This design comes from an exercise in tuning for small area and a short achievable clock period on the open sky130 flow, not from production work.
No functional check of the RTL was part of any run shown here.
Power and IR drop assume default switching activity.

==> design/flow/design.v <==
`timescale 1ns/1ps
module fc_layer (
    input  logic        clk,
    input  logic        rstn,
    input  logic        r_valid,
    input  logic [31:0] in_data,
    output logic        t_valid,
    output logic [31:0] out_data
);
    logic [3:0] cnt;
    logic       w_first, w_second, w_weight, w_bias;
    assign w_first  = r_valid && (cnt == 4'd2 || cnt == 4'd4 || cnt == 4'd6 || cnt == 4'd8);
    assign w_second = r_valid && (cnt == 4'd3 || cnt == 4'd5 || cnt == 4'd7 || cnt == 4'd9);
    assign w_weight = w_first || w_second;
    assign w_bias   = r_valid && (cnt == 4'd10);
    logic       start0;   
    logic       fin0;     
    logic       sb0;      
    logic [1:0] nid0;     
    always_ff @(posedge clk or negedge rstn) begin
        if (!rstn) begin
            cnt <= '0;
            sb0 <= 1'b0;
        end else begin
            if (r_valid) cnt <= (cnt == 4'd10) ? 4'd0 : cnt + 4'd1;
            sb0 <= w_bias;
        end
    end
    always_ff @(posedge clk) begin
        start0 <= w_first;
        fin0   <= w_second && (cnt != 4'd9);
        nid0   <= cnt[2:1] - 2'd1;
    end
    logic [31:0] feat_p, feat_q;
    always_ff @(posedge clk) begin
        if (r_valid && (cnt == 4'd0 || cnt >= 4'd3))
            feat_p <= (cnt == 4'd0) ? in_data : (cnt == 4'd10) ? 32'h0100_0000 : feat_q;
        if (r_valid && (cnt == 4'd1 || (cnt >= 4'd3 && cnt <= 4'd9)))
            feat_q <= (cnt == 4'd1) ? in_data : feat_p;
    end
    logic [3:0] neg0, one0, two0, neg1, one1, two1, neg2, one2, two2, neg3, one3, two3;
    for (genvar k = 0; k < 4; k++) begin : g_enc
        logic [8:0] wx;
        logic [3:0] ng, on, tw;
        logic [3:0] ng_q, on_q, tw_q;
        assign wx = {in_data[8*k +: 8], 1'b0};
        for (genvar m = 0; m < 4; m++) begin : g_dig
            assign ng[m] = wx[2*m+2];
            assign on[m] = wx[2*m+1] ^ wx[2*m];
            assign tw[m] = (wx[2*m+2] & ~wx[2*m+1] & ~wx[2*m]) | (~wx[2*m+2] & wx[2*m+1] & wx[2*m]);
        end
        always_ff @(posedge clk) begin
            ng_q <= ng & {4{r_valid}};
            on_q <= on & {4{r_valid}};
            tw_q <= tw & {4{r_valid}};
        end
    end
    assign {neg0, one0, two0} = {g_enc[0].ng_q, g_enc[0].on_q, g_enc[0].tw_q};
    assign {neg1, one1, two1} = {g_enc[1].ng_q, g_enc[1].on_q, g_enc[1].tw_q};
    assign {neg2, one2, two2} = {g_enc[2].ng_q, g_enc[2].on_q, g_enc[2].tw_q};
    assign {neg3, one3, two3} = {g_enc[3].ng_q, g_enc[3].on_q, g_enc[3].tw_q};
    logic [7:0] bias_b [3];
    assign bias_b[0] = {neg0[3], one0[3] ^ neg0[2], neg0[2], one0[2] ^ neg0[1], neg0[1], one0[1] ^ neg0[0], neg0[0], one0[0]};
    assign bias_b[1] = {neg1[3], one1[3] ^ neg1[2], neg1[2], one1[2] ^ neg1[1], neg1[1], one1[1] ^ neg1[0], neg1[0], one1[0]};
    assign bias_b[2] = {neg2[3], one2[3] ^ neg2[2], neg2[2], one2[2] ^ neg2[1], neg2[1], one2[1] ^ neg2[0], neg2[0], one2[0]};
    logic [7:0] xf0, xf1, xf2, xf3;
    assign {xf3, xf2, xf1, xf0} = feat_p;
    logic [18:0] acc_s, acc_c, acc_sk, acc_ck;
    logic        keep1;
    assign acc_sk = acc_s & {19{keep1}};
    assign acc_ck = acc_c & {19{keep1}};
    wire r0 = ((one0[0] & xf0[0])) ^ neg0[0];
    wire r1 = ((one0[0] & xf0[1]) | (two0[0] & xf0[0])) ^ neg0[0];
    wire r2 = ((one0[0] & xf0[2]) | (two0[0] & xf0[1])) ^ neg0[0];
    wire r3 = ((one0[0] & xf0[3]) | (two0[0] & xf0[2])) ^ neg0[0];
    wire r4 = ((one0[0] & xf0[4]) | (two0[0] & xf0[3])) ^ neg0[0];
    wire r5 = ((one0[0] & xf0[5]) | (two0[0] & xf0[4])) ^ neg0[0];
    wire r6 = ((one0[0] & xf0[6]) | (two0[0] & xf0[5])) ^ neg0[0];
    wire r7 = ((one0[0] & xf0[7]) | (two0[0] & xf0[6])) ^ neg0[0];
    wire r8 = ((one0[0] & xf0[7]) | (two0[0] & xf0[7])) ^ neg0[0];
    wire r9 = ~(((one0[0] & xf0[7]) | (two0[0] & xf0[7])) ^ neg0[0]);
    wire r10 = ((one0[1] & xf0[0])) ^ neg0[1];
    wire r11 = ((one0[1] & xf0[1]) | (two0[1] & xf0[0])) ^ neg0[1];
    wire r12 = ((one0[1] & xf0[2]) | (two0[1] & xf0[1])) ^ neg0[1];
    wire r13 = ((one0[1] & xf0[3]) | (two0[1] & xf0[2])) ^ neg0[1];
    wire r14 = ((one0[1] & xf0[4]) | (two0[1] & xf0[3])) ^ neg0[1];
    wire r15 = ((one0[1] & xf0[5]) | (two0[1] & xf0[4])) ^ neg0[1];
    wire r16 = ((one0[1] & xf0[6]) | (two0[1] & xf0[5])) ^ neg0[1];
    wire r17 = ((one0[1] & xf0[7]) | (two0[1] & xf0[6])) ^ neg0[1];
    wire r18 = ((one0[1] & xf0[7]) | (two0[1] & xf0[7])) ^ neg0[1];
    wire r19 = ~(((one0[1] & xf0[7]) | (two0[1] & xf0[7])) ^ neg0[1]);
    wire r20 = ((one0[2] & xf0[0])) ^ neg0[2];
    wire r21 = ((one0[2] & xf0[1]) | (two0[2] & xf0[0])) ^ neg0[2];
    wire r22 = ((one0[2] & xf0[2]) | (two0[2] & xf0[1])) ^ neg0[2];
    wire r23 = ((one0[2] & xf0[3]) | (two0[2] & xf0[2])) ^ neg0[2];
    wire r24 = ((one0[2] & xf0[4]) | (two0[2] & xf0[3])) ^ neg0[2];
    wire r25 = ((one0[2] & xf0[5]) | (two0[2] & xf0[4])) ^ neg0[2];
    wire r26 = ((one0[2] & xf0[6]) | (two0[2] & xf0[5])) ^ neg0[2];
    wire r27 = ((one0[2] & xf0[7]) | (two0[2] & xf0[6])) ^ neg0[2];
    wire r28 = ((one0[2] & xf0[7]) | (two0[2] & xf0[7])) ^ neg0[2];
    wire r29 = ~(((one0[2] & xf0[7]) | (two0[2] & xf0[7])) ^ neg0[2]);
    wire r30 = ((one0[3] & xf0[0])) ^ neg0[3];
    wire r31 = ((one0[3] & xf0[1]) | (two0[3] & xf0[0])) ^ neg0[3];
    wire r32 = ((one0[3] & xf0[2]) | (two0[3] & xf0[1])) ^ neg0[3];
    wire r33 = ((one0[3] & xf0[3]) | (two0[3] & xf0[2])) ^ neg0[3];
    wire r34 = ((one0[3] & xf0[4]) | (two0[3] & xf0[3])) ^ neg0[3];
    wire r35 = ((one0[3] & xf0[5]) | (two0[3] & xf0[4])) ^ neg0[3];
    wire r36 = ((one0[3] & xf0[6]) | (two0[3] & xf0[5])) ^ neg0[3];
    wire r37 = ((one0[3] & xf0[7]) | (two0[3] & xf0[6])) ^ neg0[3];
    wire r38 = ((one0[3] & xf0[7]) | (two0[3] & xf0[7])) ^ neg0[3];
    wire r39 = ~(((one0[3] & xf0[7]) | (two0[3] & xf0[7])) ^ neg0[3]);
    wire r40 = ((one1[0] & xf1[0])) ^ neg1[0];
    wire r41 = ((one1[0] & xf1[1]) | (two1[0] & xf1[0])) ^ neg1[0];
    wire r42 = ((one1[0] & xf1[2]) | (two1[0] & xf1[1])) ^ neg1[0];
    wire r43 = ((one1[0] & xf1[3]) | (two1[0] & xf1[2])) ^ neg1[0];
    wire r44 = ((one1[0] & xf1[4]) | (two1[0] & xf1[3])) ^ neg1[0];
    wire r45 = ((one1[0] & xf1[5]) | (two1[0] & xf1[4])) ^ neg1[0];
    wire r46 = ((one1[0] & xf1[6]) | (two1[0] & xf1[5])) ^ neg1[0];
    wire r47 = ((one1[0] & xf1[7]) | (two1[0] & xf1[6])) ^ neg1[0];
    wire r48 = ((one1[0] & xf1[7]) | (two1[0] & xf1[7])) ^ neg1[0];
    wire r49 = ~(((one1[0] & xf1[7]) | (two1[0] & xf1[7])) ^ neg1[0]);
    wire r50 = ((one1[1] & xf1[0])) ^ neg1[1];
    wire r51 = ((one1[1] & xf1[1]) | (two1[1] & xf1[0])) ^ neg1[1];
    wire r52 = ((one1[1] & xf1[2]) | (two1[1] & xf1[1])) ^ neg1[1];
    wire r53 = ((one1[1] & xf1[3]) | (two1[1] & xf1[2])) ^ neg1[1];
    wire r54 = ((one1[1] & xf1[4]) | (two1[1] & xf1[3])) ^ neg1[1];
    wire r55 = ((one1[1] & xf1[5]) | (two1[1] & xf1[4])) ^ neg1[1];
    wire r56 = ((one1[1] & xf1[6]) | (two1[1] & xf1[5])) ^ neg1[1];
    wire r57 = ((one1[1] & xf1[7]) | (two1[1] & xf1[6])) ^ neg1[1];
    wire r58 = ((one1[1] & xf1[7]) | (two1[1] & xf1[7])) ^ neg1[1];
    wire r59 = ~(((one1[1] & xf1[7]) | (two1[1] & xf1[7])) ^ neg1[1]);
    wire r60 = ((one1[2] & xf1[0])) ^ neg1[2];
    wire r61 = ((one1[2] & xf1[1]) | (two1[2] & xf1[0])) ^ neg1[2];
    wire r62 = ((one1[2] & xf1[2]) | (two1[2] & xf1[1])) ^ neg1[2];
    wire r63 = ((one1[2] & xf1[3]) | (two1[2] & xf1[2])) ^ neg1[2];
    wire r64 = ((one1[2] & xf1[4]) | (two1[2] & xf1[3])) ^ neg1[2];
    wire r65 = ((one1[2] & xf1[5]) | (two1[2] & xf1[4])) ^ neg1[2];
    wire r66 = ((one1[2] & xf1[6]) | (two1[2] & xf1[5])) ^ neg1[2];
    wire r67 = ((one1[2] & xf1[7]) | (two1[2] & xf1[6])) ^ neg1[2];
    wire r68 = ((one1[2] & xf1[7]) | (two1[2] & xf1[7])) ^ neg1[2];
    wire r69 = ~(((one1[2] & xf1[7]) | (two1[2] & xf1[7])) ^ neg1[2]);
    wire r70 = ((one1[3] & xf1[0])) ^ neg1[3];
    wire r71 = ((one1[3] & xf1[1]) | (two1[3] & xf1[0])) ^ neg1[3];
    wire r72 = ((one1[3] & xf1[2]) | (two1[3] & xf1[1])) ^ neg1[3];
    wire r73 = ((one1[3] & xf1[3]) | (two1[3] & xf1[2])) ^ neg1[3];
    wire r74 = ((one1[3] & xf1[4]) | (two1[3] & xf1[3])) ^ neg1[3];
    wire r75 = ((one1[3] & xf1[5]) | (two1[3] & xf1[4])) ^ neg1[3];
    wire r76 = ((one1[3] & xf1[6]) | (two1[3] & xf1[5])) ^ neg1[3];
    wire r77 = ((one1[3] & xf1[7]) | (two1[3] & xf1[6])) ^ neg1[3];
    wire r78 = ((one1[3] & xf1[7]) | (two1[3] & xf1[7])) ^ neg1[3];
    wire r79 = ~(((one1[3] & xf1[7]) | (two1[3] & xf1[7])) ^ neg1[3]);
    wire r80 = ((one2[0] & xf2[0])) ^ neg2[0];
    wire r81 = ((one2[0] & xf2[1]) | (two2[0] & xf2[0])) ^ neg2[0];
    wire r82 = ((one2[0] & xf2[2]) | (two2[0] & xf2[1])) ^ neg2[0];
    wire r83 = ((one2[0] & xf2[3]) | (two2[0] & xf2[2])) ^ neg2[0];
    wire r84 = ((one2[0] & xf2[4]) | (two2[0] & xf2[3])) ^ neg2[0];
    wire r85 = ((one2[0] & xf2[5]) | (two2[0] & xf2[4])) ^ neg2[0];
    wire r86 = ((one2[0] & xf2[6]) | (two2[0] & xf2[5])) ^ neg2[0];
    wire r87 = ((one2[0] & xf2[7]) | (two2[0] & xf2[6])) ^ neg2[0];
    wire r88 = ((one2[0] & xf2[7]) | (two2[0] & xf2[7])) ^ neg2[0];
    wire r89 = ~(((one2[0] & xf2[7]) | (two2[0] & xf2[7])) ^ neg2[0]);
    wire r90 = ((one2[1] & xf2[0])) ^ neg2[1];
    wire r91 = ((one2[1] & xf2[1]) | (two2[1] & xf2[0])) ^ neg2[1];
    wire r92 = ((one2[1] & xf2[2]) | (two2[1] & xf2[1])) ^ neg2[1];
    wire r93 = ((one2[1] & xf2[3]) | (two2[1] & xf2[2])) ^ neg2[1];
    wire r94 = ((one2[1] & xf2[4]) | (two2[1] & xf2[3])) ^ neg2[1];
    wire r95 = ((one2[1] & xf2[5]) | (two2[1] & xf2[4])) ^ neg2[1];
    wire r96 = ((one2[1] & xf2[6]) | (two2[1] & xf2[5])) ^ neg2[1];
    wire r97 = ((one2[1] & xf2[7]) | (two2[1] & xf2[6])) ^ neg2[1];
    wire r98 = ((one2[1] & xf2[7]) | (two2[1] & xf2[7])) ^ neg2[1];
    wire r99 = ~(((one2[1] & xf2[7]) | (two2[1] & xf2[7])) ^ neg2[1]);
    wire r100 = ((one2[2] & xf2[0])) ^ neg2[2];
    wire r101 = ((one2[2] & xf2[1]) | (two2[2] & xf2[0])) ^ neg2[2];
    wire r102 = ((one2[2] & xf2[2]) | (two2[2] & xf2[1])) ^ neg2[2];
    wire r103 = ((one2[2] & xf2[3]) | (two2[2] & xf2[2])) ^ neg2[2];
    wire r104 = ((one2[2] & xf2[4]) | (two2[2] & xf2[3])) ^ neg2[2];
    wire r105 = ((one2[2] & xf2[5]) | (two2[2] & xf2[4])) ^ neg2[2];
    wire r106 = ((one2[2] & xf2[6]) | (two2[2] & xf2[5])) ^ neg2[2];
    wire r107 = ((one2[2] & xf2[7]) | (two2[2] & xf2[6])) ^ neg2[2];
    wire r108 = ((one2[2] & xf2[7]) | (two2[2] & xf2[7])) ^ neg2[2];
    wire r109 = ~(((one2[2] & xf2[7]) | (two2[2] & xf2[7])) ^ neg2[2]);
    wire r110 = ((one2[3] & xf2[0])) ^ neg2[3];
    wire r111 = ((one2[3] & xf2[1]) | (two2[3] & xf2[0])) ^ neg2[3];
    wire r112 = ((one2[3] & xf2[2]) | (two2[3] & xf2[1])) ^ neg2[3];
    wire r113 = ((one2[3] & xf2[3]) | (two2[3] & xf2[2])) ^ neg2[3];
    wire r114 = ((one2[3] & xf2[4]) | (two2[3] & xf2[3])) ^ neg2[3];
    wire r115 = ((one2[3] & xf2[5]) | (two2[3] & xf2[4])) ^ neg2[3];
    wire r116 = ((one2[3] & xf2[6]) | (two2[3] & xf2[5])) ^ neg2[3];
    wire r117 = ((one2[3] & xf2[7]) | (two2[3] & xf2[6])) ^ neg2[3];
    wire r118 = ((one2[3] & xf2[7]) | (two2[3] & xf2[7])) ^ neg2[3];
    wire r119 = ~(((one2[3] & xf2[7]) | (two2[3] & xf2[7])) ^ neg2[3]);
    wire r120 = ((one3[0] & xf3[0])) ^ neg3[0];
    wire r121 = ((one3[0] & xf3[1]) | (two3[0] & xf3[0])) ^ neg3[0];
    wire r122 = ((one3[0] & xf3[2]) | (two3[0] & xf3[1])) ^ neg3[0];
    wire r123 = ((one3[0] & xf3[3]) | (two3[0] & xf3[2])) ^ neg3[0];
    wire r124 = ((one3[0] & xf3[4]) | (two3[0] & xf3[3])) ^ neg3[0];
    wire r125 = ((one3[0] & xf3[5]) | (two3[0] & xf3[4])) ^ neg3[0];
    wire r126 = ((one3[0] & xf3[6]) | (two3[0] & xf3[5])) ^ neg3[0];
    wire r127 = ((one3[0] & xf3[7]) | (two3[0] & xf3[6])) ^ neg3[0];
    wire r128 = ((one3[0] & xf3[7]) | (two3[0] & xf3[7])) ^ neg3[0];
    wire r129 = ~(((one3[0] & xf3[7]) | (two3[0] & xf3[7])) ^ neg3[0]);
    wire r130 = ((one3[1] & xf3[0])) ^ neg3[1];
    wire r131 = ((one3[1] & xf3[1]) | (two3[1] & xf3[0])) ^ neg3[1];
    wire r132 = ((one3[1] & xf3[2]) | (two3[1] & xf3[1])) ^ neg3[1];
    wire r133 = ((one3[1] & xf3[3]) | (two3[1] & xf3[2])) ^ neg3[1];
    wire r134 = ((one3[1] & xf3[4]) | (two3[1] & xf3[3])) ^ neg3[1];
    wire r135 = ((one3[1] & xf3[5]) | (two3[1] & xf3[4])) ^ neg3[1];
    wire r136 = ((one3[1] & xf3[6]) | (two3[1] & xf3[5])) ^ neg3[1];
    wire r137 = ((one3[1] & xf3[7]) | (two3[1] & xf3[6])) ^ neg3[1];
    wire r138 = ((one3[1] & xf3[7]) | (two3[1] & xf3[7])) ^ neg3[1];
    wire r139 = ~(((one3[1] & xf3[7]) | (two3[1] & xf3[7])) ^ neg3[1]);
    wire r140 = ((one3[2] & xf3[0])) ^ neg3[2];
    wire r141 = ((one3[2] & xf3[1]) | (two3[2] & xf3[0])) ^ neg3[2];
    wire r142 = ((one3[2] & xf3[2]) | (two3[2] & xf3[1])) ^ neg3[2];
    wire r143 = ((one3[2] & xf3[3]) | (two3[2] & xf3[2])) ^ neg3[2];
    wire r144 = ((one3[2] & xf3[4]) | (two3[2] & xf3[3])) ^ neg3[2];
    wire r145 = ((one3[2] & xf3[5]) | (two3[2] & xf3[4])) ^ neg3[2];
    wire r146 = ((one3[2] & xf3[6]) | (two3[2] & xf3[5])) ^ neg3[2];
    wire r147 = ((one3[2] & xf3[7]) | (two3[2] & xf3[6])) ^ neg3[2];
    wire r148 = ((one3[2] & xf3[7]) | (two3[2] & xf3[7])) ^ neg3[2];
    wire r149 = ~(((one3[2] & xf3[7]) | (two3[2] & xf3[7])) ^ neg3[2]);
    wire r150 = ((one3[3] & xf3[0])) ^ neg3[3];
    wire r151 = ((one3[3] & xf3[1]) | (two3[3] & xf3[0])) ^ neg3[3];
    wire r152 = ((one3[3] & xf3[2]) | (two3[3] & xf3[1])) ^ neg3[3];
    wire r153 = ((one3[3] & xf3[3]) | (two3[3] & xf3[2])) ^ neg3[3];
    wire r154 = ((one3[3] & xf3[4]) | (two3[3] & xf3[3])) ^ neg3[3];
    wire r155 = ((one3[3] & xf3[5]) | (two3[3] & xf3[4])) ^ neg3[3];
    wire r156 = ((one3[3] & xf3[6]) | (two3[3] & xf3[5])) ^ neg3[3];
    wire r157 = ((one3[3] & xf3[7]) | (two3[3] & xf3[6])) ^ neg3[3];
    wire r158 = ((one3[3] & xf3[7]) | (two3[3] & xf3[7])) ^ neg3[3];
    wire r159 = ~(((one3[3] & xf3[7]) | (two3[3] & xf3[7])) ^ neg3[3]);
    wire x160 = neg0[0] ^ neg1[0];
    wire s161 = x160 ^ neg2[0];
    wire c162 = (neg0[0] & neg1[0]) | (neg2[0] & x160);
    wire x163 = neg0[1] ^ neg1[1];
    wire s164 = x163 ^ neg2[1];
    wire c165 = (neg0[1] & neg1[1]) | (neg2[1] & x163);
    wire x166 = neg3[1] ^ r2;
    wire s167 = x166 ^ r10;
    wire c168 = (neg3[1] & r2) | (r10 & x166);
    wire x169 = r42 ^ r50;
    wire s170 = x169 ^ r82;
    wire c171 = (r42 & r50) | (r82 & x169);
    wire x172 = c165 ^ r3;
    wire s173 = x172 ^ r11;
    wire c174 = (c165 & r3) | (r11 & x172);
    wire x175 = r43 ^ r51;
    wire s176 = x175 ^ r83;
    wire c177 = (r43 & r51) | (r83 & x175);
    wire s178 = r91 ^ r123;
    wire c179 = r91 & r123;
    wire x180 = neg0[2] ^ neg1[2];
    wire s181 = x180 ^ neg2[2];
    wire c182 = (neg0[2] & neg1[2]) | (neg2[2] & x180);
    wire x183 = neg3[2] ^ r4;
    wire s184 = x183 ^ r12;
    wire c185 = (neg3[2] & r4) | (r12 & x183);
    wire x186 = r20 ^ r44;
    wire s187 = x186 ^ r52;
    wire c188 = (r20 & r44) | (r52 & x186);
    wire x189 = r60 ^ r84;
    wire s190 = x189 ^ r92;
    wire c191 = (r60 & r84) | (r92 & x189);
    wire x192 = r100 ^ r124;
    wire s193 = x192 ^ r132;
    wire c194 = (r100 & r124) | (r132 & x192);
    wire x195 = r140 ^ s181;
    wire s196 = x195 ^ c179;
    wire c197 = (r140 & s181) | (c179 & x195);
    wire s198 = c174 ^ c177;
    wire c199 = c174 & c177;
    wire x200 = c182 ^ r5;
    wire s201 = x200 ^ r13;
    wire c202 = (c182 & r5) | (r13 & x200);
    wire x203 = r21 ^ r45;
    wire s204 = x203 ^ r53;
    wire c205 = (r21 & r45) | (r53 & x203);
    wire x206 = r61 ^ r85;
    wire s207 = x206 ^ r93;
    wire c208 = (r61 & r85) | (r93 & x206);
    wire x209 = r101 ^ r125;
    wire s210 = x209 ^ r133;
    wire c211 = (r101 & r125) | (r133 & x209);
    wire x212 = r141 ^ c185;
    wire s213 = x212 ^ c188;
    wire c214 = (r141 & c185) | (c188 & x212);
    wire x215 = c191 ^ c194;
    wire s216 = x215 ^ s201;
    wire c217 = (c191 & c194) | (s201 & x215);
    wire s218 = s204 ^ s207;
    wire c219 = s204 & s207;
    wire x220 = neg0[3] ^ neg1[3];
    wire s221 = x220 ^ neg2[3];
    wire c222 = (neg0[3] & neg1[3]) | (neg2[3] & x220);
    wire x223 = neg3[3] ^ r6;
    wire s224 = x223 ^ r14;
    wire c225 = (neg3[3] & r6) | (r14 & x223);
    wire x226 = r22 ^ r30;
    wire s227 = x226 ^ r46;
    wire c228 = (r22 & r30) | (r46 & x226);
    wire x229 = r54 ^ r62;
    wire s230 = x229 ^ r70;
    wire c231 = (r54 & r62) | (r70 & x229);
    wire x232 = r86 ^ r94;
    wire s233 = x232 ^ r102;
    wire c234 = (r86 & r94) | (r102 & x232);
    wire x235 = r110 ^ r126;
    wire s236 = x235 ^ r134;
    wire c237 = (r110 & r126) | (r134 & x235);
    wire x238 = r142 ^ r150;
    wire s239 = x238 ^ s221;
    wire c240 = (r142 & r150) | (s221 & x238);
    wire x241 = c202 ^ c205;
    wire s242 = x241 ^ c208;
    wire c243 = (c202 & c205) | (c208 & x241);
    wire x244 = c211 ^ s224;
    wire s245 = x244 ^ s227;
    wire c246 = (c211 & s224) | (s227 & x244);
    wire x247 = s230 ^ s233;
    wire s248 = x247 ^ s236;
    wire c249 = (s230 & s233) | (s236 & x247);
    wire s250 = s239 ^ c219;
    wire c251 = s239 & c219;
    wire x252 = c222 ^ r7;
    wire s253 = x252 ^ r15;
    wire c254 = (c222 & r7) | (r15 & x252);
    wire x255 = r23 ^ r31;
    wire s256 = x255 ^ r47;
    wire c257 = (r23 & r31) | (r47 & x255);
    wire x258 = r55 ^ r63;
    wire s259 = x258 ^ r71;
    wire c260 = (r55 & r63) | (r71 & x258);
    wire x261 = r87 ^ r95;
    wire s262 = x261 ^ r103;
    wire c263 = (r87 & r95) | (r103 & x261);
    wire x264 = r111 ^ r127;
    wire s265 = x264 ^ r135;
    wire c266 = (r111 & r127) | (r135 & x264);
    wire x267 = r143 ^ r151;
    wire s268 = x267 ^ c225;
    wire c269 = (r143 & r151) | (c225 & x267);
    wire x270 = c228 ^ c231;
    wire s271 = x270 ^ c234;
    wire c272 = (c228 & c231) | (c234 & x270);
    wire x273 = c237 ^ c240;
    wire s274 = x273 ^ s253;
    wire c275 = (c237 & c240) | (s253 & x273);
    wire x276 = s256 ^ s259;
    wire s277 = x276 ^ s262;
    wire c278 = (s256 & s259) | (s262 & x276);
    wire x279 = s265 ^ c243;
    wire s280 = x279 ^ c246;
    wire c281 = (s265 & c243) | (c246 & x279);
    wire s282 = c249 ^ s268;
    wire c283 = c249 & s268;
    wire x284 = r8 ^ r16;
    wire s285 = x284 ^ r24;
    wire c286 = (r8 & r16) | (r24 & x284);
    wire x287 = r32 ^ r48;
    wire s288 = x287 ^ r56;
    wire c289 = (r32 & r48) | (r56 & x287);
    wire x290 = r64 ^ r72;
    wire s291 = x290 ^ r88;
    wire c292 = (r64 & r72) | (r88 & x290);
    wire x293 = r96 ^ r104;
    wire s294 = x293 ^ r112;
    wire c295 = (r96 & r104) | (r112 & x293);
    wire x296 = r128 ^ r136;
    wire s297 = x296 ^ r144;
    wire c298 = (r128 & r136) | (r144 & x296);
    wire x299 = r152 ^ c254;
    wire s300 = x299 ^ c257;
    wire c301 = (r152 & c254) | (c257 & x299);
    wire x302 = c260 ^ c263;
    wire s303 = x302 ^ c266;
    wire c304 = (c260 & c263) | (c266 & x302);
    wire x305 = s285 ^ s288;
    wire s306 = x305 ^ s291;
    wire c307 = (s285 & s288) | (s291 & x305);
    wire x308 = s294 ^ s297;
    wire s309 = x308 ^ c269;
    wire c310 = (s294 & s297) | (c269 & x308);
    wire x311 = c272 ^ c275;
    wire s312 = x311 ^ c278;
    wire c313 = (c272 & c275) | (c278 & x311);
    wire s314 = s300 ^ s303;
    wire c315 = s300 & s303;
    wire x316 = r9 ^ r17;
    wire s317 = x316 ^ r25;
    wire c318 = (r9 & r17) | (r25 & x316);
    wire x319 = r33 ^ r49;
    wire s320 = x319 ^ r57;
    wire c321 = (r33 & r49) | (r57 & x319);
    wire x322 = r65 ^ r73;
    wire s323 = x322 ^ r89;
    wire c324 = (r65 & r73) | (r89 & x322);
    wire x325 = r97 ^ r105;
    wire s326 = x325 ^ r113;
    wire c327 = (r97 & r105) | (r113 & x325);
    wire x328 = r129 ^ r137;
    wire s329 = x328 ^ r145;
    wire c330 = (r129 & r137) | (r145 & x328);
    wire x331 = r153 ^ c286;
    wire s332 = x331 ^ c289;
    wire c333 = (r153 & c286) | (c289 & x331);
    wire x334 = c292 ^ c295;
    wire s335 = x334 ^ c298;
    wire c336 = (c292 & c295) | (c298 & x334);
    wire x337 = s317 ^ s320;
    wire s338 = x337 ^ s323;
    wire c339 = (s317 & s320) | (s323 & x337);
    wire x340 = s326 ^ s329;
    wire s341 = x340 ^ c301;
    wire c342 = (s326 & s329) | (c301 & x340);
    wire x343 = c304 ^ c307;
    wire s344 = x343 ^ s332;
    wire c345 = (c304 & c307) | (s332 & x343);
    wire s346 = s335 ^ s338;
    wire c347 = s335 & s338;
    wire x348 = r18 ^ r26;
    wire s349 = x348 ^ r34;
    wire c350 = (r18 & r26) | (r34 & x348);
    wire x351 = r58 ^ r66;
    wire s352 = x351 ^ r74;
    wire c353 = (r58 & r66) | (r74 & x351);
    wire x354 = r98 ^ r106;
    wire s355 = x354 ^ r114;
    wire c356 = (r98 & r106) | (r114 & x354);
    wire x357 = r138 ^ r146;
    wire s358 = x357 ^ r154;
    wire c359 = (r138 & r146) | (r154 & x357);
    wire x360 = c318 ^ c321;
    wire s361 = x360 ^ c324;
    wire c362 = (c318 & c321) | (c324 & x360);
    wire x363 = c327 ^ c330;
    wire s364 = x363 ^ s349;
    wire c365 = (c327 & c330) | (s349 & x363);
    wire x366 = s352 ^ s355;
    wire s367 = x366 ^ s358;
    wire c368 = (s352 & s355) | (s358 & x366);
    wire x369 = c333 ^ c336;
    wire s370 = x369 ^ c339;
    wire c371 = (c333 & c336) | (c339 & x369);
    wire s372 = s361 ^ s364;
    wire c373 = s361 & s364;
    wire x374 = 1'b1 ^ r19;
    wire s375 = x374 ^ r27;
    wire c376 = (1'b1 & r19) | (r27 & x374);
    wire x377 = r35 ^ r59;
    wire s378 = x377 ^ r67;
    wire c379 = (r35 & r59) | (r67 & x377);
    wire x380 = r75 ^ r99;
    wire s381 = x380 ^ r107;
    wire c382 = (r75 & r99) | (r107 & x380);
    wire x383 = r115 ^ r139;
    wire s384 = x383 ^ r147;
    wire c385 = (r115 & r139) | (r147 & x383);
    wire x386 = r155 ^ c350;
    wire s387 = x386 ^ c353;
    wire c388 = (r155 & c350) | (c353 & x386);
    wire x389 = c356 ^ c359;
    wire s390 = x389 ^ s375;
    wire c391 = (c356 & c359) | (s375 & x389);
    wire x392 = s378 ^ s381;
    wire s393 = x392 ^ s384;
    wire c394 = (s378 & s381) | (s384 & x392);
    wire x395 = c362 ^ c365;
    wire s396 = x395 ^ c368;
    wire c397 = (c362 & c365) | (c368 & x395);
    wire x398 = 1'b1 ^ r28;
    wire s399 = x398 ^ r36;
    wire c400 = (1'b1 & r28) | (r36 & x398);
    wire x401 = r68 ^ r76;
    wire s402 = x401 ^ r108;
    wire c403 = (r68 & r76) | (r108 & x401);
    wire x404 = r116 ^ r148;
    wire s405 = x404 ^ r156;
    wire c406 = (r116 & r148) | (r156 & x404);
    wire x407 = c376 ^ c379;
    wire s408 = x407 ^ c382;
    wire c409 = (c376 & c379) | (c382 & x407);
    wire x410 = c385 ^ s399;
    wire s411 = x410 ^ s402;
    wire c412 = (c385 & s399) | (s402 & x410);
    wire s413 = s405 ^ c388;
    wire c414 = s405 & c388;
    wire x415 = r29 ^ r37;
    wire s416 = x415 ^ r69;
    wire c417 = (r29 & r37) | (r69 & x415);
    wire x418 = r77 ^ r109;
    wire s419 = x418 ^ r117;
    wire c420 = (r77 & r109) | (r117 & x418);
    wire x421 = r149 ^ r157;
    wire s422 = x421 ^ c400;
    wire c423 = (r149 & r157) | (c400 & x421);
    wire x424 = c403 ^ c406;
    wire s425 = x424 ^ s416;
    wire c426 = (c403 & c406) | (s416 & x424);
    wire x427 = 1'b1 ^ r38;
    wire s428 = x427 ^ r78;
    wire c429 = (1'b1 & r38) | (r78 & x427);
    wire s430 = r118 ^ r158;
    wire c431 = r118 & r158;
    logic pa0_0, pa0_1, pa0_2, pa0_3, pa0_4, pa0_5, pa1_0, pa1_1, pa1_2, pa1_3, pa1_4, pa2_0, pa2_1, pa2_2, pa2_3, pa2_4, pa2_5, pa3_0, pa3_1, pa3_2, pa3_3, pa3_4, pa3_5, pa4_0, pa4_1, pa4_2, pa4_3, pa4_4, pa4_5, pa5_0, pa5_1, pa5_2, pa5_3, pa5_4, pa5_5, pa6_0, pa6_1, pa6_2, pa6_3, pa6_4, pa6_5, pa7_0, pa7_1, pa7_2, pa7_3, pa7_4, pa7_5, pa8_0, pa8_1, pa8_2, pa8_3, pa8_4, pa8_5, pa9_0, pa9_1, pa9_2, pa9_3, pa9_4, pa9_5, pa10_0, pa10_1, pa10_2, pa10_3, pa10_4, pa10_5, pa11_0, pa11_1, pa11_2, pa11_3, pa11_4, pa11_5, pa12_0, pa12_1, pa12_2, pa12_3, pa12_4, pa12_5, pa13_0, pa13_1, pa13_2, pa13_3, pa13_4, pa13_5, pa14_0, pa14_1, pa14_2, pa14_3, pa14_4, pa14_5, pa15_0, pa15_1, pa15_2, pa15_3, pa15_4, pa15_5;
    always_ff @(posedge clk) begin
        pa0_0 <= neg3[0];
        pa0_1 <= r0;
        pa0_2 <= r40;
        pa0_3 <= r80;
        pa0_4 <= r120;
        pa0_5 <= s161;
        pa1_0 <= r1;
        pa1_1 <= r41;
        pa1_2 <= r81;
        pa1_3 <= r121;
        pa1_4 <= c162;
        pa2_0 <= r90;
        pa2_1 <= r122;
        pa2_2 <= r130;
        pa2_3 <= s164;
        pa2_4 <= s167;
        pa2_5 <= s170;
        pa3_0 <= r131;
        pa3_1 <= c168;
        pa3_2 <= c171;
        pa3_3 <= s173;
        pa3_4 <= s176;
        pa3_5 <= s178;
        pa4_0 <= s184;
        pa4_1 <= s187;
        pa4_2 <= s190;
        pa4_3 <= s193;
        pa4_4 <= s196;
        pa4_5 <= s198;
        pa5_0 <= s210;
        pa5_1 <= c197;
        pa5_2 <= c199;
        pa5_3 <= s213;
        pa5_4 <= s216;
        pa5_5 <= s218;
        pa6_0 <= c214;
        pa6_1 <= c217;
        pa6_2 <= s242;
        pa6_3 <= s245;
        pa6_4 <= s248;
        pa6_5 <= s250;
        pa7_0 <= s271;
        pa7_1 <= c251;
        pa7_2 <= s274;
        pa7_3 <= s277;
        pa7_4 <= s280;
        pa7_5 <= s282;
        pa8_0 <= s306;
        pa8_1 <= c283;
        pa8_2 <= c281;
        pa8_3 <= s309;
        pa8_4 <= s312;
        pa8_5 <= s314;
        pa9_0 <= c315;
        pa9_1 <= c310;
        pa9_2 <= c313;
        pa9_3 <= s341;
        pa9_4 <= s344;
        pa9_5 <= s346;
        pa10_0 <= s367;
        pa10_1 <= c347;
        pa10_2 <= c342;
        pa10_3 <= c345;
        pa10_4 <= s370;
        pa10_5 <= s372;
        pa11_0 <= s387;
        pa11_1 <= s390;
        pa11_2 <= s393;
        pa11_3 <= c373;
        pa11_4 <= c371;
        pa11_5 <= s396;
        pa12_0 <= c391;
        pa12_1 <= c394;
        pa12_2 <= s408;
        pa12_3 <= s411;
        pa12_4 <= c397;
        pa12_5 <= s413;
        pa13_0 <= s419;
        pa13_1 <= c409;
        pa13_2 <= c412;
        pa13_3 <= s422;
        pa13_4 <= c414;
        pa13_5 <= s425;
        pa14_0 <= c417;
        pa14_1 <= c420;
        pa14_2 <= s428;
        pa14_3 <= c423;
        pa14_4 <= c426;
        pa14_5 <= s430;
        pa15_0 <= r39;
        pa15_1 <= r79;
        pa15_2 <= r119;
        pa15_3 <= r159;
        pa15_4 <= c429;
        pa15_5 <= c431;
    end
    wire x432 = pa0_0 ^ pa0_1;
    wire s433 = x432 ^ pa0_2;
    wire c434 = (pa0_0 & pa0_1) | (pa0_2 & x432);
    wire x435 = pa0_3 ^ pa0_4;
    wire s436 = x435 ^ pa0_5;
    wire c437 = (pa0_3 & pa0_4) | (pa0_5 & x435);
    wire x438 = acc_sk[0] ^ acc_ck[0];
    wire s439 = x438 ^ s433;
    wire c440 = (acc_sk[0] & acc_ck[0]) | (s433 & x438);
    wire x441 = pa1_0 ^ pa1_1;
    wire s442 = x441 ^ pa1_2;
    wire c443 = (pa1_0 & pa1_1) | (pa1_2 & x441);
    wire x444 = pa1_3 ^ pa1_4;
    wire s445 = x444 ^ acc_sk[1];
    wire c446 = (pa1_3 & pa1_4) | (acc_sk[1] & x444);
    wire x447 = acc_ck[1] ^ c434;
    wire s448 = x447 ^ c437;
    wire c449 = (acc_ck[1] & c434) | (c437 & x447);
    wire x450 = s442 ^ s445;
    wire s451 = x450 ^ c440;
    wire c452 = (s442 & s445) | (c440 & x450);
    wire x453 = pa2_0 ^ pa2_1;
    wire s454 = x453 ^ pa2_2;
    wire c455 = (pa2_0 & pa2_1) | (pa2_2 & x453);
    wire x456 = pa2_3 ^ pa2_4;
    wire s457 = x456 ^ pa2_5;
    wire c458 = (pa2_3 & pa2_4) | (pa2_5 & x456);
    wire x459 = acc_sk[2] ^ acc_ck[2];
    wire s460 = x459 ^ c443;
    wire c461 = (acc_sk[2] & acc_ck[2]) | (c443 & x459);
    wire x462 = s454 ^ s457;
    wire s463 = x462 ^ c446;
    wire c464 = (s454 & s457) | (c446 & x462);
    wire x465 = c449 ^ s460;
    wire s466 = x465 ^ s463;
    wire c467 = (c449 & s460) | (s463 & x465);
    wire x468 = pa3_0 ^ pa3_1;
    wire s469 = x468 ^ pa3_2;
    wire c470 = (pa3_0 & pa3_1) | (pa3_2 & x468);
    wire x471 = pa3_3 ^ pa3_4;
    wire s472 = x471 ^ pa3_5;
    wire c473 = (pa3_3 & pa3_4) | (pa3_5 & x471);
    wire x474 = acc_sk[3] ^ acc_ck[3];
    wire s475 = x474 ^ c455;
    wire c476 = (acc_sk[3] & acc_ck[3]) | (c455 & x474);
    wire x477 = c458 ^ s469;
    wire s478 = x477 ^ s472;
    wire c479 = (c458 & s469) | (s472 & x477);
    wire x480 = c461 ^ s475;
    wire s481 = x480 ^ s478;
    wire c482 = (c461 & s475) | (s478 & x480);
    wire s483 = c464 ^ s481;
    wire c484 = c464 & s481;
    wire x485 = pa4_0 ^ pa4_1;
    wire s486 = x485 ^ pa4_2;
    wire c487 = (pa4_0 & pa4_1) | (pa4_2 & x485);
    wire x488 = pa4_3 ^ pa4_4;
    wire s489 = x488 ^ pa4_5;
    wire c490 = (pa4_3 & pa4_4) | (pa4_5 & x488);
    wire x491 = acc_sk[4] ^ acc_ck[4];
    wire s492 = x491 ^ c470;
    wire c493 = (acc_sk[4] & acc_ck[4]) | (c470 & x491);
    wire x494 = c473 ^ s486;
    wire s495 = x494 ^ s489;
    wire c496 = (c473 & s486) | (s489 & x494);
    wire x497 = c476 ^ c479;
    wire s498 = x497 ^ s492;
    wire c499 = (c476 & c479) | (s492 & x497);
    wire x500 = s495 ^ c482;
    wire s501 = x500 ^ s498;
    wire c502 = (s495 & c482) | (s498 & x500);
    wire x503 = pa5_0 ^ pa5_1;
    wire s504 = x503 ^ pa5_2;
    wire c505 = (pa5_0 & pa5_1) | (pa5_2 & x503);
    wire x506 = pa5_3 ^ pa5_4;
    wire s507 = x506 ^ pa5_5;
    wire c508 = (pa5_3 & pa5_4) | (pa5_5 & x506);
    wire x509 = acc_sk[5] ^ acc_ck[5];
    wire s510 = x509 ^ c487;
    wire c511 = (acc_sk[5] & acc_ck[5]) | (c487 & x509);
    wire x512 = c490 ^ s504;
    wire s513 = x512 ^ s507;
    wire c514 = (c490 & s504) | (s507 & x512);
    wire x515 = c493 ^ c496;
    wire s516 = x515 ^ s510;
    wire c517 = (c493 & c496) | (s510 & x515);
    wire x518 = s513 ^ c499;
    wire s519 = x518 ^ s516;
    wire c520 = (s513 & c499) | (s516 & x518);
    wire x521 = pa6_0 ^ pa6_1;
    wire s522 = x521 ^ pa6_2;
    wire c523 = (pa6_0 & pa6_1) | (pa6_2 & x521);
    wire x524 = pa6_3 ^ pa6_4;
    wire s525 = x524 ^ pa6_5;
    wire c526 = (pa6_3 & pa6_4) | (pa6_5 & x524);
    wire x527 = acc_sk[6] ^ acc_ck[6];
    wire s528 = x527 ^ c505;
    wire c529 = (acc_sk[6] & acc_ck[6]) | (c505 & x527);
    wire x530 = c508 ^ s522;
    wire s531 = x530 ^ s525;
    wire c532 = (c508 & s522) | (s525 & x530);
    wire x533 = c511 ^ c514;
    wire s534 = x533 ^ s528;
    wire c535 = (c511 & c514) | (s528 & x533);
    wire x536 = s531 ^ c517;
    wire s537 = x536 ^ s534;
    wire c538 = (s531 & c517) | (s534 & x536);
    wire x539 = pa7_0 ^ pa7_1;
    wire s540 = x539 ^ pa7_2;
    wire c541 = (pa7_0 & pa7_1) | (pa7_2 & x539);
    wire x542 = pa7_3 ^ pa7_4;
    wire s543 = x542 ^ pa7_5;
    wire c544 = (pa7_3 & pa7_4) | (pa7_5 & x542);
    wire x545 = acc_sk[7] ^ acc_ck[7];
    wire s546 = x545 ^ c523;
    wire c547 = (acc_sk[7] & acc_ck[7]) | (c523 & x545);
    wire x548 = c526 ^ s540;
    wire s549 = x548 ^ s543;
    wire c550 = (c526 & s540) | (s543 & x548);
    wire x551 = c529 ^ c532;
    wire s552 = x551 ^ s546;
    wire c553 = (c529 & c532) | (s546 & x551);
    wire x554 = s549 ^ c535;
    wire s555 = x554 ^ s552;
    wire c556 = (s549 & c535) | (s552 & x554);
    wire x557 = pa8_0 ^ pa8_1;
    wire s558 = x557 ^ pa8_2;
    wire c559 = (pa8_0 & pa8_1) | (pa8_2 & x557);
    wire x560 = pa8_3 ^ pa8_4;
    wire s561 = x560 ^ pa8_5;
    wire c562 = (pa8_3 & pa8_4) | (pa8_5 & x560);
    wire x563 = acc_sk[8] ^ acc_ck[8];
    wire s564 = x563 ^ c541;
    wire c565 = (acc_sk[8] & acc_ck[8]) | (c541 & x563);
    wire x566 = c544 ^ s558;
    wire s567 = x566 ^ s561;
    wire c568 = (c544 & s558) | (s561 & x566);
    wire x569 = c547 ^ c550;
    wire s570 = x569 ^ s564;
    wire c571 = (c547 & c550) | (s564 & x569);
    wire x572 = s567 ^ c553;
    wire s573 = x572 ^ s570;
    wire c574 = (s567 & c553) | (s570 & x572);
    wire x575 = pa9_0 ^ pa9_1;
    wire s576 = x575 ^ pa9_2;
    wire c577 = (pa9_0 & pa9_1) | (pa9_2 & x575);
    wire x578 = pa9_3 ^ pa9_4;
    wire s579 = x578 ^ pa9_5;
    wire c580 = (pa9_3 & pa9_4) | (pa9_5 & x578);
    wire x581 = acc_sk[9] ^ acc_ck[9];
    wire s582 = x581 ^ c559;
    wire c583 = (acc_sk[9] & acc_ck[9]) | (c559 & x581);
    wire x584 = c562 ^ s576;
    wire s585 = x584 ^ s579;
    wire c586 = (c562 & s576) | (s579 & x584);
    wire x587 = c565 ^ c568;
    wire s588 = x587 ^ s582;
    wire c589 = (c565 & c568) | (s582 & x587);
    wire x590 = s585 ^ c571;
    wire s591 = x590 ^ s588;
    wire c592 = (s585 & c571) | (s588 & x590);
    wire x593 = pa10_0 ^ pa10_1;
    wire s594 = x593 ^ pa10_2;
    wire c595 = (pa10_0 & pa10_1) | (pa10_2 & x593);
    wire x596 = pa10_3 ^ pa10_4;
    wire s597 = x596 ^ pa10_5;
    wire c598 = (pa10_3 & pa10_4) | (pa10_5 & x596);
    wire x599 = acc_sk[10] ^ acc_ck[10];
    wire s600 = x599 ^ c577;
    wire c601 = (acc_sk[10] & acc_ck[10]) | (c577 & x599);
    wire x602 = c580 ^ s594;
    wire s603 = x602 ^ s597;
    wire c604 = (c580 & s594) | (s597 & x602);
    wire x605 = c583 ^ c586;
    wire s606 = x605 ^ s600;
    wire c607 = (c583 & c586) | (s600 & x605);
    wire x608 = s603 ^ c589;
    wire s609 = x608 ^ s606;
    wire c610 = (s603 & c589) | (s606 & x608);
    wire x611 = pa11_0 ^ pa11_1;
    wire s612 = x611 ^ pa11_2;
    wire c613 = (pa11_0 & pa11_1) | (pa11_2 & x611);
    wire x614 = pa11_3 ^ pa11_4;
    wire s615 = x614 ^ pa11_5;
    wire c616 = (pa11_3 & pa11_4) | (pa11_5 & x614);
    wire x617 = acc_sk[11] ^ acc_ck[11];
    wire s618 = x617 ^ c595;
    wire c619 = (acc_sk[11] & acc_ck[11]) | (c595 & x617);
    wire x620 = c598 ^ s612;
    wire s621 = x620 ^ s615;
    wire c622 = (c598 & s612) | (s615 & x620);
    wire x623 = c601 ^ c604;
    wire s624 = x623 ^ s618;
    wire c625 = (c601 & c604) | (s618 & x623);
    wire x626 = s621 ^ c607;
    wire s627 = x626 ^ s624;
    wire c628 = (s621 & c607) | (s624 & x626);
    wire x629 = pa12_0 ^ pa12_1;
    wire s630 = x629 ^ pa12_2;
    wire c631 = (pa12_0 & pa12_1) | (pa12_2 & x629);
    wire x632 = pa12_3 ^ pa12_4;
    wire s633 = x632 ^ pa12_5;
    wire c634 = (pa12_3 & pa12_4) | (pa12_5 & x632);
    wire x635 = acc_sk[12] ^ acc_ck[12];
    wire s636 = x635 ^ c613;
    wire c637 = (acc_sk[12] & acc_ck[12]) | (c613 & x635);
    wire x638 = c616 ^ s630;
    wire s639 = x638 ^ s633;
    wire c640 = (c616 & s630) | (s633 & x638);
    wire x641 = c619 ^ c622;
    wire s642 = x641 ^ s636;
    wire c643 = (c619 & c622) | (s636 & x641);
    wire x644 = s639 ^ c625;
    wire s645 = x644 ^ s642;
    wire c646 = (s639 & c625) | (s642 & x644);
    wire x647 = pa13_0 ^ pa13_1;
    wire s648 = x647 ^ pa13_2;
    wire c649 = (pa13_0 & pa13_1) | (pa13_2 & x647);
    wire x650 = pa13_3 ^ pa13_4;
    wire s651 = x650 ^ pa13_5;
    wire c652 = (pa13_3 & pa13_4) | (pa13_5 & x650);
    wire x653 = acc_sk[13] ^ acc_ck[13];
    wire s654 = x653 ^ c631;
    wire c655 = (acc_sk[13] & acc_ck[13]) | (c631 & x653);
    wire x656 = c634 ^ s648;
    wire s657 = x656 ^ s651;
    wire c658 = (c634 & s648) | (s651 & x656);
    wire x659 = c637 ^ c640;
    wire s660 = x659 ^ s654;
    wire c661 = (c637 & c640) | (s654 & x659);
    wire x662 = s657 ^ c643;
    wire s663 = x662 ^ s660;
    wire c664 = (s657 & c643) | (s660 & x662);
    wire x665 = pa14_0 ^ pa14_1;
    wire s666 = x665 ^ pa14_2;
    wire c667 = (pa14_0 & pa14_1) | (pa14_2 & x665);
    wire x668 = pa14_3 ^ pa14_4;
    wire s669 = x668 ^ pa14_5;
    wire c670 = (pa14_3 & pa14_4) | (pa14_5 & x668);
    wire x671 = acc_sk[14] ^ acc_ck[14];
    wire s672 = x671 ^ c649;
    wire c673 = (acc_sk[14] & acc_ck[14]) | (c649 & x671);
    wire x674 = c652 ^ s666;
    wire s675 = x674 ^ s669;
    wire c676 = (c652 & s666) | (s669 & x674);
    wire x677 = c655 ^ c658;
    wire s678 = x677 ^ s672;
    wire c679 = (c655 & c658) | (s672 & x677);
    wire x680 = s675 ^ c661;
    wire s681 = x680 ^ s678;
    wire c682 = (s675 & c661) | (s678 & x680);
    wire x683 = pa15_0 ^ pa15_1;
    wire s684 = x683 ^ pa15_2;
    wire c685 = (pa15_0 & pa15_1) | (pa15_2 & x683);
    wire x686 = pa15_3 ^ pa15_4;
    wire s687 = x686 ^ pa15_5;
    wire c688 = (pa15_3 & pa15_4) | (pa15_5 & x686);
    wire x689 = acc_sk[15] ^ acc_ck[15];
    wire s690 = x689 ^ c667;
    wire c691 = (acc_sk[15] & acc_ck[15]) | (c667 & x689);
    wire x692 = c670 ^ s684;
    wire s693 = x692 ^ s687;
    wire c694 = (c670 & s684) | (s687 & x692);
    wire x695 = c673 ^ c676;
    wire s696 = x695 ^ s690;
    wire c697 = (c673 & c676) | (s690 & x695);
    wire x698 = s693 ^ c679;
    wire s699 = x698 ^ s696;
    wire c700 = (s693 & c679) | (s696 & x698);
    wire x701 = 1'b1 ^ acc_sk[16];
    wire s702 = x701 ^ acc_ck[16];
    wire c703 = (1'b1 & acc_sk[16]) | (acc_ck[16] & x701);
    wire x704 = c685 ^ c688;
    wire s705 = x704 ^ s702;
    wire c706 = (c685 & c688) | (s702 & x704);
    wire x707 = c691 ^ c694;
    wire s708 = x707 ^ s705;
    wire c709 = (c691 & c694) | (s705 & x707);
    wire s710 = c697 ^ s708;
    wire c711 = c697 & s708;
    wire x712 = acc_sk[17] ^ acc_ck[17];
    wire s713 = x712 ^ c703;
    wire c714 = (acc_sk[17] & acc_ck[17]) | (c703 & x712);
    wire x715 = c706 ^ s713;
    wire s716 = x715 ^ c709;
    wire c717 = (c706 & s713) | (c709 & x715);
    wire x718 = 1'b1 ^ acc_sk[18];
    wire s719 = x718 ^ acc_ck[18];
    wire s720 = s719 ^ c714;
    always_ff @(posedge clk) begin
        acc_s <= {c717, c711, c700, c682, c664, c646, c628, c610, c592, c574, c556, c538, c520, c502, c484, c467, c452, s448, s436};
        acc_c <= {s720, s716, s710, s699, s681, s663, s645, s627, s609, s591, s573, s555, s537, s519, s501, s483, s466, s451, s439};
    end
    logic       fin1, sb1, fin2, sb2;
    logic [1:0] nid1, nid2;
    always_ff @(posedge clk or negedge rstn) begin
        if (!rstn) begin
            sb1     <= 1'b0;
            sb2     <= 1'b0;
        end else begin
            sb1     <= sb0;
            sb2     <= sb1;
        end
    end
    always_ff @(posedge clk) begin
        t_valid <= sb2;
        keep1 <= !start0;
        fin1  <= fin0;
        nid1  <= nid0;
        fin2  <= fin1;
        nid2  <= nid1;
    end
    logic [18:0] tot;
    assign tot = acc_s + acc_c;
    logic signed [10:0] tot_hi;
    assign tot_hi = tot[18:8];
    logic signed [10:0] held_h [3];
    logic [7:0]         held_l [3];
    always_ff @(posedge clk) begin
        for (int j = 0; j < 3; j++) begin
            if (fin2 && nid2 == 2'(j)) begin
                held_h[j] <= tot_hi;
                held_l[j] <= tot[7:0];
            end
        end
    end
    function automatic logic [7:0] sat(input logic signed [11:0] z);
        if (z > 12'sd127) sat = 8'h7f;
        else if (z < -12'sd128) sat = 8'h80;
        else sat = z[7:0];
    endfunction
    logic [7:0] cand_dn [3];
    logic [7:0] cand_eq [3];
    logic [7:0] cand_up [3];
    logic [2:0] bias_co, bias_neg;
    for (genvar j = 0; j < 3; j++) begin : g_fin
        logic [8:0] lo_sum;
        assign cand_dn[j] = sat({held_h[j][10], held_h[j]} - 12'd1);
        assign cand_eq[j] = sat({held_h[j][10], held_h[j]});
        assign cand_up[j] = sat({held_h[j][10], held_h[j]} + 12'd1);
        assign lo_sum     = {1'b0, held_l[j]} + {1'b0, bias_b[j]};
        always_ff @(posedge clk) begin
            if (sb0) begin
                bias_co[j]  <= lo_sum[8];
                bias_neg[j] <= bias_b[j][7];
            end
        end
    end
    always_ff @(posedge clk) begin
        for (int j = 0; j < 3; j++)
            out_data[31-8*j -: 8] <= bias_co[j] ? (bias_neg[j] ? cand_eq[j] : cand_up[j])
                                                : (bias_neg[j] ? cand_dn[j] : cand_eq[j]);
        out_data[7:0] <= (tot_hi > 11'sd127) ? 8'h7f : (tot_hi < -11'sd128) ? 8'h80 : tot_hi[7:0];
    end
endmodule
==> design/flow/flow/run.sh <==
#!/bin/bash
# Standard layout, with strong buffers on the ports, sizing free to change a
# cell's footprint, and timing repair aiming 5.4 ns past the 8 ns clock. The
# make output goes to flow_make.log here; each ORFS step keeps its own log
# under orfs/logs.
set -euo pipefail
bash standard.sh \
    BUFFER_PORTS_ARGS="-buffer_cell sky130_fd_sc_hd__buf_4" \
    MATCH_CELL_FOOTPRINT=0 \
    SETUP_SLACK_MARGIN=5.4 \
    finish > flow_make.log 2>&1
==> design/flow/standard.sh <==
#!/bin/bash
# synth_recipe.tcl (not shown) runs the flow's synth.tcl, then flattens the netlist and writes it again
# the make line also repeats each setting of config.mk as NAME=value (left out here)
make -C /OpenROAD-flow-scripts/flow DESIGN_CONFIG=/design/flow/config.mk WORK_HOME=/design/flow/orfs CLKGATE_MAP_FILE= SYNTH_SCRIPT=/design/flow/synth_recipe.tcl "${@:-finish}"
==> design/flow/config.mk <==
export PLATFORM = sky130hd
export DESIGN_NAME = fc_layer
export DESIGN_NICKNAME = fc_layer
export VERILOG_FILES = /design/flow/design.v
export SDC_FILE = /design/flow/constraint.sdc
export NUM_CORES = 4
export LEC_CHECK = 0
export CAP_MARGIN = 20
export CORE_MARGIN = 2
export CORE_UTILIZATION = 65
export CTS_CLUSTER_DIAMETER = 100
export CTS_CLUSTER_SIZE = 20
export SLEW_MARGIN = 20
==> design/flow/constraint.sdc <==
create_clock -name core_clock -period 8.0 [get_ports {clk}]
set_input_delay 1.6000 -clock core_clock [delete_from_list [all_inputs] [get_ports {clk}]]
set_output_delay 1.6000 -clock core_clock [all_outputs]
set_load 0.01 [all_outputs]
==> results of run 1 <==
==> what timing repair did <==
item / in CTS / in global routing
pin swaps: 18 / 17
buffers inserted: 20 / 44
gates resized for setup: 59 / 84
setup endpoints to repair: 82 / 84
hold buffers: 0 / 0
==> registers in the layout, indices dropped and copies added (netlist names), 2 cells and up <==
name and flops:
acc_c 19, acc_s 19, bias_co 3, bias_neg 3, cnt 4, feat_p 32, feat_q 32, g_enc.ng_q 16
g_enc.on_q 16, g_enc.tw_q 16, held_h 33, held_l 24, nid0 2, nid1 2, nid2 2, out_data 32
==> cells in the mapped netlist, drive strengths merged, types with 6 or more instances <==
library cell and number:
edfxtp 127, o31ai 6, o211ai 11, o21ai 95
a22oi 113, nand3 27, nand2 134, buf 13
and2 58, nor2b 16, xnor2 140, dfxtp 225
a21o 19, a211oi 10, a22o 31, nand2b 9
nor3 17, and3 8, fa 175, a21oi 50
dfrtp 7, mux2 32, o21a 9, a31o 7
ha 62, clkbuf 127, xor2 74, nor2 56
inv 184
==> per-layer routing <==
metal  wire length, um  vias up
met1             19600     6885
li1                  -     6463
met4              1810        0
met2             24400      576
met5                 0        -
met3              3110      117
==> worst paths after layout <==
path / cells after the start / to / slack, ns / start
worst max-delay path: 6 / pa9_2$_DFF_P_ / 5.34 / feat_p[6]$_DFFE_PP_
worst min-delay path: 0 / nid1[1]$_DFF_P_ / 0.34 / nid0[1]$_DFF_P_
worst max register to register: 6 / pa9_2$_DFF_P_ / 5.34 / feat_p[6]$_DFFE_PP_
worst min register to register: 0 / nid1[1]$_DFF_P_ / 0.34 / nid0[1]$_DFF_P_
max in group asynchronous: 1 / sb1$_DFF_PN0_ / 7.03 / rstn
min in group asynchronous: 1 / cnt[2]$_DFFE_PN0P_ / 0.85 / rstn
==> area by class of cell <==
class                      count  area (um^2)
sequential                   359         8570
inverter                     184          691
clock buffer                  36          582
timing repair buffer         135         1110
tap                          402          503
multi-input combinational   1233        11400
fill                        2303         8680
clock inverter                 1         8.76
==> report_power, final <==
part	internal [uW]	leakage [uW]	total (uW)	switching, uW
clock	500	0.000281	1100	603
sequential	2850	0.00316	3390	538
combinational	2520	0.00589	5790	3270
==> through the flow <==
| stage | hold slack, ns | instance area [um^2] |
|---|---|---|
| 3_3_place_gp | 0.314 | 21300 |
| 6_report | 0.339 | 22900 |
| 2_1_floorplan | 0.310 | 20800 |
| 4_1_cts | 0.341 | 22300 |
| 3_5_place_dp | 0.321 | 21300 |
| 5_1_grt | 0.347 | 22900 |
==> cells by family (layout without fill, tap and decap cells) <==
| family | Yosys count | count (layout) |
|---|---|---|
| XOR/XNOR | 214 | 214 |
| AO/OA/AOI/OAI | 387 | 387 |
| AND/OR/NAND/NOR | 359 | 359 |
| multiplexers | 36 | 36 |
| buffers and inverters | 324 | 356 |
| flip-flops | 359 | 359 |
| adder cells (fa/ha/maj) | 237 | 237 |
==> impl_metrics.ini, run 1 <==
[outcome]
status = complete, no violations

[global_route]
overflow = 0
grt_pass1_vias = 13900
grtUsageMet3 = 0.0298
grt_use_met2 = 0.510
grt_pass1_wl_um = 76500
antenna_found_initial = 0
grt_util_all_layers = 0.296
grt_max_degree = 55
met1_usage = 0.395
grt.busiest_layer = met2

[timing]
finClkSkew_ns = 0.0228
fin_crit_sh = 0.332
finalSetupTns_ns = 0
worst_pin_slew_ns = 0.977
hold_viol = 0
rsz0062_at_grt = true
post-route-min-period_ns = 2.66
fin_ws_ns = 5.34
timing.fmax_ghz = 0.377
report.final.setup_viol = 0
relSlewSlack = 0.349
drv_slew = 0

[route]
routed_wl_um = 48900
vias = 14000
drtAntennaViolNets = 0
drt_iter0_drc = 991
vias_per_cell = 5.97
drc = 0
wire_per_inst_um = 20.8
drt_first_pass_iters = 6

[logic_synthesis]
synthTopCellsByArea = dfxtp_1, edfxtp_1, fa_1
syn_area_um2 = 20800
synth_top_family_by_area = adder cells
synth-edff-count = 127
synth_area_leader_cell = dfxtp_1
synth_cell_type_count = 85
synthAdderAreaFrac = 0.206
synthMuxAreaShare = 0.0192
synth_top_area_share = 0.217
ys_ff_latch = 359
syn_avg_cell_area_um2 = 10.9
synthArstFlopShare = 0.0195
synth-simple-area-share = 0.0863
netlist_instances = 1916
syn_nets = 2188
ys_seq_area_frac = 0.408
synth_compound_area_frac = 0.130
synthXorXnorAreaFrac = 0.0908
synth_ff_type = dfxtp_1
ys_warn_count = 7

[floorplanning]
die_h_um = 183
initial_core_util = 0.659
pin_count = 68
dieArea_um2 = 33400
coreArea_um2 = 31600
rows = 65
die_w_um = 183

[setup_path]
cp_top_family = adder cells
max_stage_delay_ns = 0.55
worstPathRequired_ns = 8.40
critPathMostFrequentCell = fa_1
cp_slowest_cell = edfxtp_1
path_buf_inv = 1
timing.critical_path.cells = buf_6 > a22oi_1 > xnor2_2 > fa_1 > fa_1 > fa_1
critPathArrivalTime_ns = 3.06
cp_max_fo = 7
cp-end-kind = register
path_class = reg2reg
start_kind = register

[final_layout]
final_common_cell = inv_1
syn_to_final_growth_pct = 10.0
final_cell_mix = inv_1, dfxtp_1, fa_1, xnor2_1, nand2_1
final_layout_size_suffix_gt1_frac = 0.149
finalNonFillerCells = 2350
antenna_cells = 0
nets = 2206
utilization = 0.725

[run]
drv_cap = 0

[placement]
dp_cells = 2249
place_hpwl_um = 36800
post-place-ws_ns = 4.85
io_buffers = 67
place_congestion = 0.925

[power]
fin_total_pwr_uw = 10300
vdd.ir_drop.worst_uv = 287
p_leak_uw = 0.00934
powerDensity_nw_per_um2 = 449

[clocking]
cts_sinks = 359
clk_pin_slew_ns = 0.09
cts_buffers = 21
clk_latency_ns = 0.55
htree_num_levels = 1
clockRootBuffer = clkbuf_16
cts_max_path_buffers = 3
cts_tree = yes

[worst_hold_path]
hp-class = reg2reg
==> run 2, diff against run 1 <==
--- a/design/flow/design.v
+++ b/design/flow/design.v
@@ -32,10 +32,9 @@
         nid0   <= cnt[2:1] - 2'd1;
     end
-    logic [31:0] feat_p, feat_q;
+    logic [31:0] feat_a, feat_b, feat_p;
     always_ff @(posedge clk) begin
-        if (r_valid && (cnt == 4'd0 || cnt >= 4'd3))
-            feat_p <= (cnt == 4'd0) ? in_data : (cnt == 4'd10) ? 32'h0100_0000 : feat_q;
-        if (r_valid && (cnt == 4'd1 || (cnt >= 4'd3 && cnt <= 4'd9)))
-            feat_q <= (cnt == 4'd1) ? in_data : feat_p;
+        if (r_valid && cnt == 4'd0) feat_a <= in_data;
+        if (r_valid && cnt == 4'd1) feat_b <= in_data;
+        feat_p <= (cnt == 4'd10) ? 32'h0100_0000 : cnt[0] ? feat_b : feat_a;
     end
     logic [3:0] neg0, one0, two0, neg1, one1, two1, neg2, one2, two2, neg3, one3, two3;
@@ -899,11 +898,12 @@
             sb1     <= 1'b0;
             sb2     <= 1'b0;
+            t_valid <= 1'b0;
         end else begin
             sb1     <= sb0;
             sb2     <= sb1;
+            t_valid <= sb2;
         end
     end
     always_ff @(posedge clk) begin
-        t_valid <= sb2;
         keep1 <= !start0;
         fin1  <= fin0;
--- a/design/flow/config.mk
+++ b/design/flow/config.mk
@@ -6,7 +6,8 @@
 export NUM_CORES = 4
 export LEC_CHECK = 0
+export ABC_CLOCK_PERIOD_IN_PS = 2500
 export CAP_MARGIN = 20
 export CORE_MARGIN = 2
-export CORE_UTILIZATION = 65
+export CORE_UTILIZATION = 40
 export CTS_CLUSTER_DIAMETER = 100
 export CTS_CLUSTER_SIZE = 20
==> run 2 against run 1 <==
Net effect: combinational power shrank 5.2%; synthesized area grew 2.8%; worst hold slack worse by 0.0094 ns; clock skew increased by 0.016 ns; non-clock buffer count down 35; clock-buffer cell count up 4; via count shrank 2.0%; largest cell class unchanged.
==> impl_metrics.ini, run 2 <==
[setup_path]
cp_top_family = flip-flops
cp-end-kind = primary output
path_buf_inv = 1
path_class = reg2out
cp_max_fo = 1
critPathArrivalTime_ns = 1.09
timing.critical_path.cells = buf_6
start_kind = register
worstPathRequired_ns = 6.40
cp_slowest_cell = dfrtp_1
max_stage_delay_ns = 0.38

[logic_synthesis]
synth_most_common_cell = dfxtp_1
syn_avg_cell_area_um2 = 10.9
syn_area_um2 = 21400
ys_seq_area_frac = 0.428
netlist_instances = 1967
synth_cell_type_count = 83
synth-edff-count = 127
synth_top_area_share = 0.240
synthTopCellsByArea = dfxtp_1, edfxtp_1, fa_1
ys_warn_count = 7
ys_ff_latch = 391
synth_area_leader_cell = dfxtp_1
synth_ff_type = dfxtp_1
synth_common_cells = dfxtp_1, inv_1, fa_1, xnor2_1, nand2_1
synthArstFlopShare = 0.0205
syn_nets = 2239

[global_route]
met1_usage = 0.242
grt_pass1_wl_um = 79700
grtUsageMet3 = 0.0265
grt.busiest_layer = met2
antenna_found_initial = 1
overflow = 0
grt_max_degree = 53
grt_pass1_vias = 14000
grt_use_met2 = 0.304
grt_util_all_layers = 0.181

[clocking]
clockRootBuffer = clkbuf_16
htree_num_levels = 1
cts_hold_buf = 0
cts_sinks = 391
clk_latency_ns = 0.60
cts_buffers = 25
cts_tree = yes
clk_pin_slew_ns = 0.08
cts_max_path_buffers = 3

[final_layout]
largest_reg_flops = 33
final_layout_size_suffix_gt1_frac = 0.133
syn_to_final_growth_pct = 10.9
top_register = held_h
final_cell_mix = inv_1, dfxtp_1, fa_1, xnor2_1, nand2_1
n_fill_cell = 4878
final_common_cell = inv_1
design_area_um2 = 23700
antenna_cells = 0
nets = 2234

[timing]
holdWs_ns = 0.330
post-route-min-period_ns = 2.69
hold_viol = 0
worst_pin_slew_ns = 1.04
rsz0062_at_grt = true
finClkSkew_ns = 0.0389
fin_crit_sh = 0.336
report.final.setup_viol = 0
timing.fmax_ghz = 0.372
finalSetupTns_ns = 0
relSlewSlack = 0.309
drv_slew = 0

[power]
vdd.ir_drop.worst_uv = 213
powerDensity_nw_per_um2 = 436
p_leak_uw = 0.00948

[placement]
place_area_um2 = 22300
io_buffers = 67
place_congestion = 0.873
place_hpwl_um = 38600

[floorplanning]
dieArea_um2 = 55300
rows = 84
coreArea_um2 = 52700
initial_core_util = 0.406
die_w_um = 235
pin_count = 68
die_h_um = 235

[route]
wire_per_inst_um = 19.0
vias = 13800
drt_iter0_drc = 1164
routed_wl_um = 50700
drc = 0
vias_per_cell = 5.16
drtAntennaViolNets = 0
drt_first_pass_iters = 5

[worst_hold_path]
hp-class = reg2reg

[run]
drv_cap = 0

[outcome]
status = complete, no violations
[run 2: cell type report]
class	instances	area, um^2	share of cell area
Clock buffer	40	692	0.0292
Clock inverter	5	72.6	0.00306
Inverter	192	721	0.0304
Multi-Input combinational cell	1252	11200	0.471
Sequential cell	391	9250	0.390
Tap cell	688	861	0.0363
Timing Repair Buffer	100	953	0.0402
[run 2: kinds of logic (layout without fill, tap and decap cells)]
family	count (synthesis)	in the layout	share of synthesized area
muxes	38	38	0.0178
buffers and inverters	325	337	0.0606
DFF	391	391	0.428
and+or+nand+nor	404	405	0.0923
AOI/OAI and AO/OA	359	359	0.114
adders and majority gates	237	237	0.200
xor gates and xnor gates	213	213	0.0873
[run 2: metal layers]
layer,share of wire,wire [um],vias to the layer above
met5,0,0,-
met4,0.034,1750,0
met3,0.052,2640,78
met2,0.48,24200,386
met1,0.44,22100,6759
li1,-,-,6540
[run 2: metrics by stage]
stage	setup WS [ns]	utilization	instances	power (uW)
after global placement	4.46	0.423	2595	8670
after detailed placement	4.40	0.423	2595	8860
after global routing	5.27	0.450	2668	11400
after floorplan	4.92	-	1967	7130
final	5.31	0.450	2668	10300
after CTS	5.27	0.445	2651	10400
[run 2: worst paths after layout]
kind                                   start                     end  slack, ns  depth (start not counted)
setup reg to reg            acc_s[0]$_DFF_P_  out_data[2]$_SDFF_PN1_       5.42                         11
max in group asynchronous               rstn      cnt[0]$_DFFE_PN0P_       7.05                          1
hold / removal                  fin0$_DFF_P_            fin1$_DFF_P_       0.33                          0
hold reg to reg                 fin0$_DFF_P_            fin1$_DFF_P_       0.33                          0
setup / recovery           t_valid$_DFF_PN0_                 t_valid       5.31                          1
min in group asynchronous               rstn      cnt[2]$_DFFE_PN0P_       0.81                          1
[run 2: what timing repair did]
| item | in CTS | in global routing |
|---|---|---|
| resized for setup | 103 | 50 |
| buffers inserted | 10 | 16 |
| endpoints found under the setup margin | 150 | 76 |
| pin swaps | 14 | 15 |
| gates cloned | 1 | 1 |
[run 2: report_power, final]
group | internal [uW] | switching (uW)
combinational | 2350 | 3140
clock | 613 | 700
sequential | 2970 | 574

==> afterwards: timing with drivers on the ports <==
How much do the figures lean on ideal ports? The routed layouts below were timed once more, with nothing changed but the port constraints. Step 1, drivers: a clkbuf_16 drives clk and a buf_2 each remaining input, both assumed. Step 2 adds t to the input delays and takes it off the output delays; t is the mean of the earliest and latest rising clock arrival at the registers after step 1. Input paths then give back, and output paths get back, about the clock's delay inside the block. Slacks: ideal / step 1 / step 2; pairs: ideal / step 1.
run | shift t [ns] | setup WS [ns] | worst setup path at the end | worst slew at a driven data input, ns | cell pins on the clock port's net
run 1 | 0.592 | 5.344 / 5.344 / 5.084 | input to register | 0.04 | 1
run 2 | 0.635 | 5.313 / 5.255 / 4.894 | input to register | 0.05 | 1
After both steps every run listed still meets setup and hold. For run 2, which loses most, drivers alone change the setup slack by -0.058 ns; drivers and shift together by -0.419 ns.
